From an optimization exercise on the open Yosys and OpenROAD flow, aimed at small area and few clock cycles per item; shortcuts taken in it are not production practice.
Function was checked by simulation only, so behaviour that the tests miss may differ from the original.
Power and IR drop assume default switching activity.

<file path="design/flow/design.v">
module fp_mult_pipe #(
    parameter int EXP_W      = 8,
    parameter int MAN_W      = 23,
    parameter int PIPE_DEPTH = 3,
    parameter int TAG_W      = 4
) (
    input  logic                 clk,
    input  logic                 rst,
    input  logic                 in_valid,
    output logic                 in_ready,
    input  logic [EXP_W+MAN_W:0] a,
    input  logic [EXP_W+MAN_W:0] b,
    input  logic [2:0]           rnd,
    output logic                 out_valid,
    input  logic                 out_ready,
    output logic [EXP_W+MAN_W:0] z,
    output logic [7:0]           status
);
    localparam int W  = EXP_W + MAN_W + 1;
    localparam int PW = 2 * MAN_W + 2;
    localparam int XW = EXP_W + 2;
    localparam logic [XW-1:0]    BIAS      = {3'b000, {(EXP_W-1){1'b1}}};
    localparam logic [XW-1:0]    EXP_LIMIT = {2'b00, {EXP_W{1'b1}}};
    localparam logic [XW-1:0]    EXP_ONE   = {{(XW-1){1'b0}}, 1'b1};
    localparam logic [EXP_W-1:0] EXP_ONES  = {EXP_W{1'b1}};
    localparam logic [EXP_W-1:0] EXP_MAXF  = {{(EXP_W-1){1'b1}}, 1'b0};
    localparam logic [EXP_W-1:0] EXP_MINN  = {{(EXP_W-1){1'b0}}, 1'b1};
    localparam logic [EXP_W-1:0] EXP_ZERO  = {EXP_W{1'b0}};
    localparam logic [MAN_W-1:0] FRAC_ONES = {MAN_W{1'b1}};
    localparam logic [MAN_W-1:0] FRAC_ZERO = {MAN_W{1'b0}};
    localparam logic [W-1:0]     QNAN      = {1'b0, {EXP_W{1'b1}}, 1'b1, {(MAN_W-1){1'b0}}};
    localparam logic [2:0] RND_NEAR    = 3'd0;
    localparam logic [2:0] RND_ZERO    = 3'd1;
    localparam logic [2:0] RND_PINF    = 3'd2;
    localparam logic [2:0] RND_NINF    = 3'd3;
    localparam logic [2:0] RND_NEAR_UP = 3'd4;
    localparam logic [2:0] RND_AWAY    = 3'd5;
    if (EXP_W < 3 || MAN_W < 2 || PIPE_DEPTH < 3 || TAG_W < 1) begin : g_param_check
        $error("fp_mult_pipe: unsupported parameter set");
    end
    typedef struct packed {
        logic           sign;
        logic [XW-1:0]  exp;
        logic [PW-1:0]  prod;
        logic           nan;
        logic           inf;
        logic           zero;
        logic [2:0]     rnd;
    } mid_t;
    function automatic logic round_up(input logic [2:0] mode, input logic sgn,
                                      input logic lsb, input logic g, input logic s);
        logic r;
        case (mode)
            RND_ZERO:    r = 1'b0;
            RND_PINF:    r = !sgn && (g || s);
            RND_NINF:    r = sgn && (g || s);
            RND_NEAR_UP: r = g;
            RND_AWAY:    r = g || s;
            default:     r = g && (s || lsb);    
        endcase
        round_up = r;
    endfunction
    logic [PIPE_DEPTH-1:0] v_r;
    logic [PIPE_DEPTH-1:0] adv_s;
    logic                  chain_s;
    always_comb begin
        chain_s = !v_r[PIPE_DEPTH-1] || out_ready;
        adv_s   = {PIPE_DEPTH{1'b0}};
        adv_s[PIPE_DEPTH-1] = chain_s;
        for (int k = PIPE_DEPTH - 2; k >= 0; k--) begin
            chain_s  = !v_r[k] || chain_s;
            adv_s[k] = chain_s;
        end
    end
    assign in_ready  = adv_s[0] && !rst;
    assign out_valid = v_r[PIPE_DEPTH-1];
    always_ff @(posedge clk) begin
        if (rst) begin
            v_r <= {PIPE_DEPTH{1'b0}};
        end else begin
            if (adv_s[0]) begin
                v_r[0] <= in_valid;
            end
            for (int k = 1; k < PIPE_DEPTH; k++) begin
                if (adv_s[k]) begin
                    v_r[k] <= v_r[k-1];
                end
            end
        end
    end
    logic [EXP_W-1:0] ea_s, eb_s;
    logic [MAN_W-1:0] fa_s, fb_s;
    logic             a_zero_s, a_inf_s, a_nan_s;
    logic             b_zero_s, b_inf_s, b_nan_s;
    logic             nan_s, inf_s, zero_s;
    logic [XW-1:0]    exp_sum_s;
    always_comb begin
        ea_s      = a[W-2:MAN_W];
        eb_s      = b[W-2:MAN_W];
        fa_s      = a[MAN_W-1:0];
        fb_s      = b[MAN_W-1:0];
        a_zero_s  = (ea_s == EXP_ZERO);
        b_zero_s  = (eb_s == EXP_ZERO);
        a_inf_s   = (ea_s == EXP_ONES) && (fa_s == FRAC_ZERO);
        b_inf_s   = (eb_s == EXP_ONES) && (fb_s == FRAC_ZERO);
        a_nan_s   = (ea_s == EXP_ONES) && (fa_s != FRAC_ZERO);
        b_nan_s   = (eb_s == EXP_ONES) && (fb_s != FRAC_ZERO);
        nan_s     = a_nan_s || b_nan_s || (a_inf_s && b_zero_s) || (a_zero_s && b_inf_s);
        inf_s     = !nan_s && (a_inf_s || b_inf_s);
        zero_s    = !nan_s && !inf_s && (a_zero_s || b_zero_s);
        exp_sum_s = {2'b00, ea_s} + {2'b00, eb_s} - BIAS;
    end
    logic             s0_sign_r;
    logic [XW-1:0]    s0_exp_r;
    logic [MAN_W:0]   s0_ma_r, s0_mb_r;
    logic             s0_nan_r, s0_inf_r, s0_zero_r;
    logic [2:0]       s0_rnd_r;
    always_ff @(posedge clk) begin
        if (rst) begin
            s0_sign_r <= 1'b0;
            s0_exp_r  <= {XW{1'b0}};
            s0_ma_r   <= {(MAN_W+1){1'b0}};
            s0_mb_r   <= {(MAN_W+1){1'b0}};
            s0_nan_r  <= 1'b0;
            s0_inf_r  <= 1'b0;
            s0_zero_r <= 1'b0;
            s0_rnd_r  <= 3'd0;
        end else if (adv_s[0]) begin
            s0_sign_r <= a[W-1] ^ b[W-1];
            s0_exp_r  <= exp_sum_s;
            s0_ma_r   <= {1'b1, fa_s};
            s0_mb_r   <= {1'b1, fb_s};
            s0_nan_r  <= nan_s;
            s0_inf_r  <= inf_s;
            s0_zero_r <= zero_s;
            s0_rnd_r  <= rnd;
        end
    end
    mid_t mid_in_s;
    localparam int MID_W = 1 + XW + PW + 3 + 3;
    logic [MID_W-1:0] mid_r [1:PIPE_DEPTH-2];
    always_comb begin
        mid_in_s.sign = s0_sign_r;
        mid_in_s.exp  = s0_exp_r;
        mid_in_s.prod = {{(MAN_W+1){1'b0}}, s0_ma_r} * {{(MAN_W+1){1'b0}}, s0_mb_r};
        mid_in_s.nan  = s0_nan_r;
        mid_in_s.inf  = s0_inf_r;
        mid_in_s.zero = s0_zero_r;
        mid_in_s.rnd  = s0_rnd_r;
    end
    always_ff @(posedge clk) begin
        if (rst) begin
            for (int k = 1; k <= PIPE_DEPTH - 2; k++) begin
                mid_r[k] <= '0;
            end
        end else begin
            if (adv_s[1]) begin
                mid_r[1] <= mid_in_s;
            end
            for (int k = 2; k <= PIPE_DEPTH - 2; k++) begin
                if (adv_s[k]) begin
                    mid_r[k] <= mid_r[k-1];
                end
            end
        end
    end
    mid_t             fin_s;
    logic             msb_s, guard_s, sticky_s, up_s, inexact_s;
    logic [MAN_W:0]   mant_s;
    logic [MAN_W+1:0] man_sum_s;
    logic [MAN_W-1:0] frac_s;
    logic [XW-1:0]    exp_norm_s, exp_rnd_s;
    logic             ovf_s, unf_s, to_inf_s, to_min_s;
    logic [W-1:0]     res_z_s;
    logic [7:0]       res_status_s;
    always_comb begin
        fin_s = mid_r[PIPE_DEPTH-2];
        msb_s = fin_s.prod[PW-1];
        if (msb_s) begin
            mant_s   = fin_s.prod[PW-1:MAN_W+1];
            guard_s  = fin_s.prod[MAN_W];
            sticky_s = |fin_s.prod[MAN_W-1:0];
        end else begin
            mant_s   = fin_s.prod[PW-2:MAN_W];
            guard_s  = fin_s.prod[MAN_W-1];
            sticky_s = |fin_s.prod[MAN_W-2:0];
        end
        exp_norm_s = fin_s.exp + {{(XW-1){1'b0}}, msb_s};
        up_s       = round_up(fin_s.rnd, fin_s.sign, mant_s[0], guard_s, sticky_s);
        man_sum_s  = {1'b0, mant_s} + {{(MAN_W+1){1'b0}}, up_s};
        exp_rnd_s  = exp_norm_s + {{(XW-1){1'b0}}, man_sum_s[MAN_W+1]};
        frac_s     = man_sum_s[MAN_W+1] ? man_sum_s[MAN_W:1] : man_sum_s[MAN_W-1:0];
        inexact_s  = guard_s || sticky_s;
        ovf_s      = $signed(exp_rnd_s) >= $signed(EXP_LIMIT);
        unf_s      = $signed(exp_rnd_s) < $signed(EXP_ONE);
        to_inf_s = 1'b1;
        case (fin_s.rnd)
            RND_ZERO: to_inf_s = 1'b0;
            RND_PINF: to_inf_s = !fin_s.sign;
            RND_NINF: to_inf_s = fin_s.sign;
            default:  to_inf_s = 1'b1;
        endcase
        to_min_s = 1'b0;
        case (fin_s.rnd)
            RND_AWAY: to_min_s = 1'b1;
            RND_PINF: to_min_s = !fin_s.sign;
            RND_NINF: to_min_s = fin_s.sign;
            default:  to_min_s = 1'b0;
        endcase
        res_z_s      = {fin_s.sign, exp_rnd_s[EXP_W-1:0], frac_s};
        res_status_s = {2'b00, inexact_s, 5'b00000};
        if (fin_s.nan) begin
            res_z_s      = QNAN;
            res_status_s = 8'h04;
        end else if (fin_s.inf) begin
            res_z_s      = {fin_s.sign, EXP_ONES, FRAC_ZERO};
            res_status_s = 8'h02;
        end else if (fin_s.zero) begin
            res_z_s      = {fin_s.sign, EXP_ZERO, FRAC_ZERO};
            res_status_s = 8'h01;
        end else if (ovf_s) begin
            if (to_inf_s) begin
                res_z_s      = {fin_s.sign, EXP_ONES, FRAC_ZERO};
                res_status_s = 8'h32;
            end else begin
                res_z_s      = {fin_s.sign, EXP_MAXF, FRAC_ONES};
                res_status_s = 8'h30;
            end
        end else if (unf_s) begin
            if (to_min_s) begin
                res_z_s      = {fin_s.sign, EXP_MINN, FRAC_ZERO};
                res_status_s = 8'h28;
            end else begin
                res_z_s      = {fin_s.sign, EXP_ZERO, FRAC_ZERO};
                res_status_s = 8'h29;
            end
        end else begin
            res_z_s      = {fin_s.sign, exp_rnd_s[EXP_W-1:0], frac_s};
            res_status_s = {2'b00, inexact_s, 5'b00000};
        end
    end
    logic [W-1:0]     z_r;
    logic [7:0]       status_r;
    always_ff @(posedge clk) begin
        if (rst) begin
            z_r       <= {W{1'b0}};
            status_r  <= 8'h00;
        end else if (adv_s[PIPE_DEPTH-1] && v_r[PIPE_DEPTH-2]) begin
            z_r       <= res_z_s;
            status_r  <= res_status_s;
        end
    end
    assign z      = z_r;
    assign status = status_r;
endmodule
</file>
<file path="design/flow/run.sh">
#!/bin/bash
# synth_recipe.tcl (not shown) runs the flow's synth.tcl, then flattens the netlist and writes it again
# the make line also repeats each setting of config.mk as NAME=value (left out here)
make -C /OpenROAD-flow-scripts/flow DESIGN_CONFIG=/design/flow/config.mk WORK_HOME=/design/flow/orfs CLKGATE_MAP_FILE= SYNTH_SCRIPT=/design/flow/synth_recipe.tcl finish
</file>
<file path="design/flow/config.mk">
export PLATFORM = sky130hd
export DESIGN_NAME = fp_mult_pipe
export DESIGN_NICKNAME = fp_mult_pipe
export VERILOG_FILES = /design/flow/design.v
export SDC_FILE = /design/flow/constraint.sdc
export NUM_CORES = 4
export LEC_CHECK = 0
export CAP_MARGIN = 20
export CORE_MARGIN = 2
export CORE_UTILIZATION = 40
export SLEW_MARGIN = 20
</file>
<file path="design/flow/constraint.sdc">
create_clock -name core_clock -period 7.5 [get_ports {clk}]
set_input_delay 1.5000 -clock core_clock [delete_from_list [all_inputs] [get_ports {clk}]]
set_output_delay 1.5000 -clock core_clock [all_outputs]
set_load 0.01 [all_outputs]
</file>
==> notes.md <==
-- path summary, 6_finish.rpt --
kind | depth (start not counted) | startpoint | to | slack, ns
max | 23 | s0_ma_r[15] | mid_r[1][52] | 0.43
min | 2 | s0_exp_r[7] | mid_r[1][61] | 0.45
max reg2reg | 23 | s0_ma_r[15] | mid_r[1][52] | 0.43
min reg2reg | 2 | s0_exp_r[7] | mid_r[1][61] | 0.45
-- cell families (layout without fill, tap and decap cells) --
kind of cell / count (synthesis) / after routing / synth area share
and+or+nand+nor: 1098 / 1098 / 0.1955
buffers and inverters: 754 / 820 / 0.1058
adders and majority gates: 677 / 677 / 0.4493
AOI/OAI and AO/OA: 414 / 414 / 0.09648
DFF: 170 / 170 / 0.1264
xor gates and xnor gates: 61 / 61 / 0.01984
muxes: 17 / 17 / 0.006506
other: 1 / 2 / 0.0001393
-- sequential cells by signal (all words and copies together), names as in the netlist --
| signal | cells |
|---|---|
| mid_r | 65 |
| z_r | 32 |
| s0_exp_r | 10 |
| status_r | 6 |
| s0_rnd_r | 3 |
| s0_ma_r | 24 |
| s0_zero_r | 1 |
| v_r | 3 |
| s0_mb_r | 23 |
| s0_sign_r | 1 |
| s0_nan_r | 1 |
| s0_inf_r | 1 |
-- through the flow --
step	utilization	power [mW]
2_1_floorplan	-	3.857
3_3_place_gp	0.4373	4.962
3_5_place_dp	0.4373	4.969
4_1_cts	0.4468	5.958
5_1_grt	0.4476	6.571
6_report	0.4476	5.928
-- area by class of cell --
cell class                 count  share of cell area
clock buffer                  17             0.01420
clock inverter                15            0.006975
sequential                   170              0.1148
inverter                     573             0.07180
timing repair buffer         215             0.06424
tap                          873             0.03646
multi-input combinational   2269              0.6915
-- power groups by stage --
stage	clock, mW	combinational [mW]	sequential, mW
6_report	0.960	3.77	1.20
5_1_grt	1.01	4.34	1.22
4_1_cts	0.977	3.79	1.19
3_5_place_dp	0	3.76	1.21
3_3_place_gp	0	3.75	1.21
2_1_floorplan	0	2.73	1.13
-- routing by layer --
layer  GRT usage  vias to the layer above  share of wire
met5           0                        -        0.00021
met4     0.04896                        2          0.022
met3     0.02610                       80          0.040
met2      0.3759                      389           0.49
met1      0.2853                    10695           0.45
li1            -                     9965              -
-- layout by cell type (no fill, tap or decap), drive strengths merged, types with 8 or more instances in the layout --
master / synthesis / routed
o21bai: 14 / 14
nand4: 24 / 24
nand2b: 9 / 9
and3: 10 / 10
a21oi: 184 / 184
xnor2: 47 / 47
clkbuf: 161 / 17
ha: 194 / 194
clkdlybuf4s50: 0 / 109
nor3: 20 / 20
a211oi: 45 / 45
a211o: 10 / 10
nor2: 93 / 93
clkinv: 1 / 9
nand3: 24 / 24
dfxtp: 170 / 170
nor2b: 11 / 11
mux2i: 13 / 13
or3: 10 / 10
nand2: 552 / 552
nor4: 23 / 23
o21ai: 64 / 64
buf: 20 / 106
and2: 293 / 293
fa: 483 / 483
inv: 572 / 579
a21o: 27 / 27
a31oi: 8 / 8
xor2: 14 / 14
-- cells in the mapped netlist (5+ instances only) --
| cell type | n |
|---|---|
| inv_1 | 572 |
| nand2_1 | 551 |
| fa_1 | 483 |
| and2_1 | 293 |
| ha_1 | 194 |
| a21oi_1 | 184 |
| dfxtp_1 | 170 |
| clkbuf_1 | 161 |
| nor2_1 | 92 |
| o21ai_0 | 60 |
| xnor2_1 | 47 |
| a211oi_1 | 39 |
| a21o_1 | 27 |
| nand4_1 | 24 |
| nand3_1 | 23 |
| nor4_1 | 22 |
| nor3_1 | 19 |
| o21bai_1 | 14 |
| xor2_1 | 14 |
| mux2i_1 | 13 |
| buf_1 | 11 |
| nor2b_1 | 11 |
| a211o_1 | 10 |
| and3_1 | 10 |
| or3_1 | 10 |
| nand2b_1 | 9 |
| a31oi_1 | 8 |
| a22oi_1 | 7 |
| nor3b_1 | 7 |
| o31ai_1 | 7 |
| a211oi_2 | 6 |
| buf_2 | 6 |
| a22o_1 | 5 |
| a41oi_1 | 5 |
| nand3b_1 | 5 |
| o211ai_1 | 5 |
| or2_2 | 5 |
-- repair_timing --
item	4_1_cts	5_1_grt
setup endpoints to repair	0	19
buffers inserted	0	0
gates resized for setup	0	32
hold buffers	0	0
hold endpoints to repair	0	0
-- worst max-delay path, delay by kind of cell (launching register included) --
family,cells,cell delay (ns)
AO/OA/AOI/OAI,4,0.79
buffers and inverters,5,0.61
flip-flops,1,0.50
AND/OR/NAND/NOR,5,1.06
adder cells (fa/ha/maj),8,3.90
XOR/XNOR,1,0.09
==> summary.md <==
| Metric | Value |
|---|---|
| Final Cell Area | `29960 sq um` |
| Worst min path class | `reg2reg` |
| Initial core utilization | `0.4023` |
| Status | `no timing/DRC/antenna violations` |
| Critical Path Max Stage Delay | `about 0.60 ns` |
| Peak supply drop | `approximately 0.24 mV` |
| Fillers | `6724` |
| Site Rows | `95` |
| Clk_skew | `~0.023 ns` |
| Largest area contributor in the netlist | `fa_1` |
| Routed wire length | `between 70000 and 80000 um` |
| Number of synthesized flops with an enable pin | `0` |
| Drt first pass iters | `5` |
| DRC Markers | `0` |
| Register area share after synthesis | `0.1264` |
| Mapped Area | `26920 sq um` |
| Final period util | `0.9430` |
| Initial drt markers | `just over 1000` |
| Slew Limit Fails | `0` |
| Io pins | `113` |
| Die area | `~70000 sq um` |
| Post-DP HPWL | `~58000 um` |
| Critical path, cell by cell | `buf_4, nand2_1, fa_1, fa_1, inv_1, fa_1, fa_1, fa_1, fa_1, inv_1, fa_1, inv_1, ha_1, o211ai_1, or2_2, or3_1, nor4_1, nor2_1, buf_4, a31o_2, o21ai_0, xor2_1, a22o_1` |
| Max_cap viols | `0` |
| P_int | `between 3 and 4 mW` |
| Clock Latency Late Sink | `approximately 0.46 ns` |
| DIE WIDTH | `approximately 260 um` |
| Least-Margin Pin Slew | `about 1.0 ns` |
| Share of the synthesized area in the top cell type | `0.3591` |
| Power share of the clock group | `0.162` |
| Worst EP arrival | `approximately 7.4 ns` |
| Ys async rst share | `0` |
| TritonCTS buffer count | `17` |
| Sink Count | `170` |
| Mapped Cells | `roughly 3200` |
| Leakage | `between 10 and 15 nW` |
| Layout area overhead | `11.26%` |
| Post-place instance area | `29270 sq um` |
| Crit path max-delay cell type | `fa_1` |
| Routed Antenna Nets | `0` |
| Post-route setup slack | `between 0.4 and 0.5 ns` |
| Post-synth cell types | `70` |
| Critical Path Source Type | `flip-flop` |
| Vias/cell | `roughly 5.1` |
| Total negative slack | `0 ns` |
| Routability Congestion | `between 0.8 and 0.9` |
| Most common cell on crit path | `fa_1` |
| Initial antenna violation count | `2` |
| Vias in the first global route | `22378` |
| Share of cells above drive strength 1 | `0.06137` |
| Final #Nets | `~4000` |
| Setup crit end kind | `flip-flop` |
| Global-route wire length before repair | `119400 um` |
| Clock root buffer | `clkbuf_16` |
| Setup slack at placement | `about 0.15 ns` |
| Warnings from Yosys | `2` |
| Relative slew slack | `0.3125` |
| Post-synth top flop | `dfxtp_1` |
| Sw Pwr | `between 2 and 3 mW` |
| Switch share | `0.4763` |
| Count of state elements after synthesis | `170` |
| Final cell count without fillers | `4132` |
| CTS tree | `built` |
| Port buffer count | `110` |
| Req. time, crit path | `approximately 7.8 ns` |
| GRT Util Overall | `0.2154` |
| H-Tree Depth | `4` |
| Die H | `between 200 and 300 um` |
| Register Area | `about 3400 sq um` |
| Minimum clock period | `between 7 and 8 ns` |
| Setup CP Type | `reg2reg` |
| Multi-input logic area | `about 21000 sq um` |
| Max Fclk | `141.4 MHz` |
| Hold_ws | `around 0.45 ns` |
| Largest net degree at the start of global routing | `72` |
| Placed Cells incl. Taps | `4100` |
| Core area | `66920 sq um` |
| Clock-pin slew on the worst setup and hold paths | `approximately 0.090 ns` |
| Avg Cell Area, Syn | `approximately 8.4 sq um` |
| Flop pwr share | `0.202` |
| Power per cell area | `around 200 nW/um^2` |
| Combinational fraction of design power | `0.636` |
| Vias | `~21000` |
| CTS max path bufs | `2` |
| CP max FO | `15` |
| Setup violators final | `0` |
| Avg WL per Cell | `17.17 um` |
| Area contributors post-synth | `fa_1 (36%), dfxtp_1 (13%), ha_1 (9.0%), inv_1 (8.0%), nand2_1 (7.7%)` |
| Antenna Cells | `0` |
| Hold Fails Final Rpt | `0` |
| GRT Residual Overflow | `0` |
Testbench counts, summed over its fixed seeds: cycles 12,024, items 12,000.

static timing again, ports no longer ideal:
How much do the figures lean on ideal ports? The routed layout below was timed once more, with nothing changed but the port constraints.
Step 1 assumes that a clkbuf_16 drives the clock port and a buf_2 every other input.
Step 2 times the ports against the registers' clock, not the clock port: input delays grow and output delays shrink by t, the midpoint of the rising clock arrivals with the driver on.
a / b / c = ideal ports / drivers / drivers and shift; a / b = the first two.
shift t [ns]: 0.504
setup slack, ns: 0.428 / 0.428 / 0.428
latest minus earliest clock arrival (ns): 0.024 / 0.025
slew at the worst register clock pin (ns): 0.09 / 0.09
pins driven straight from the clock port: 1
After both steps this run still meets setup and hold. The setup slack of this run moves by 0.000 ns with the drivers and by 0.000 ns with both steps.
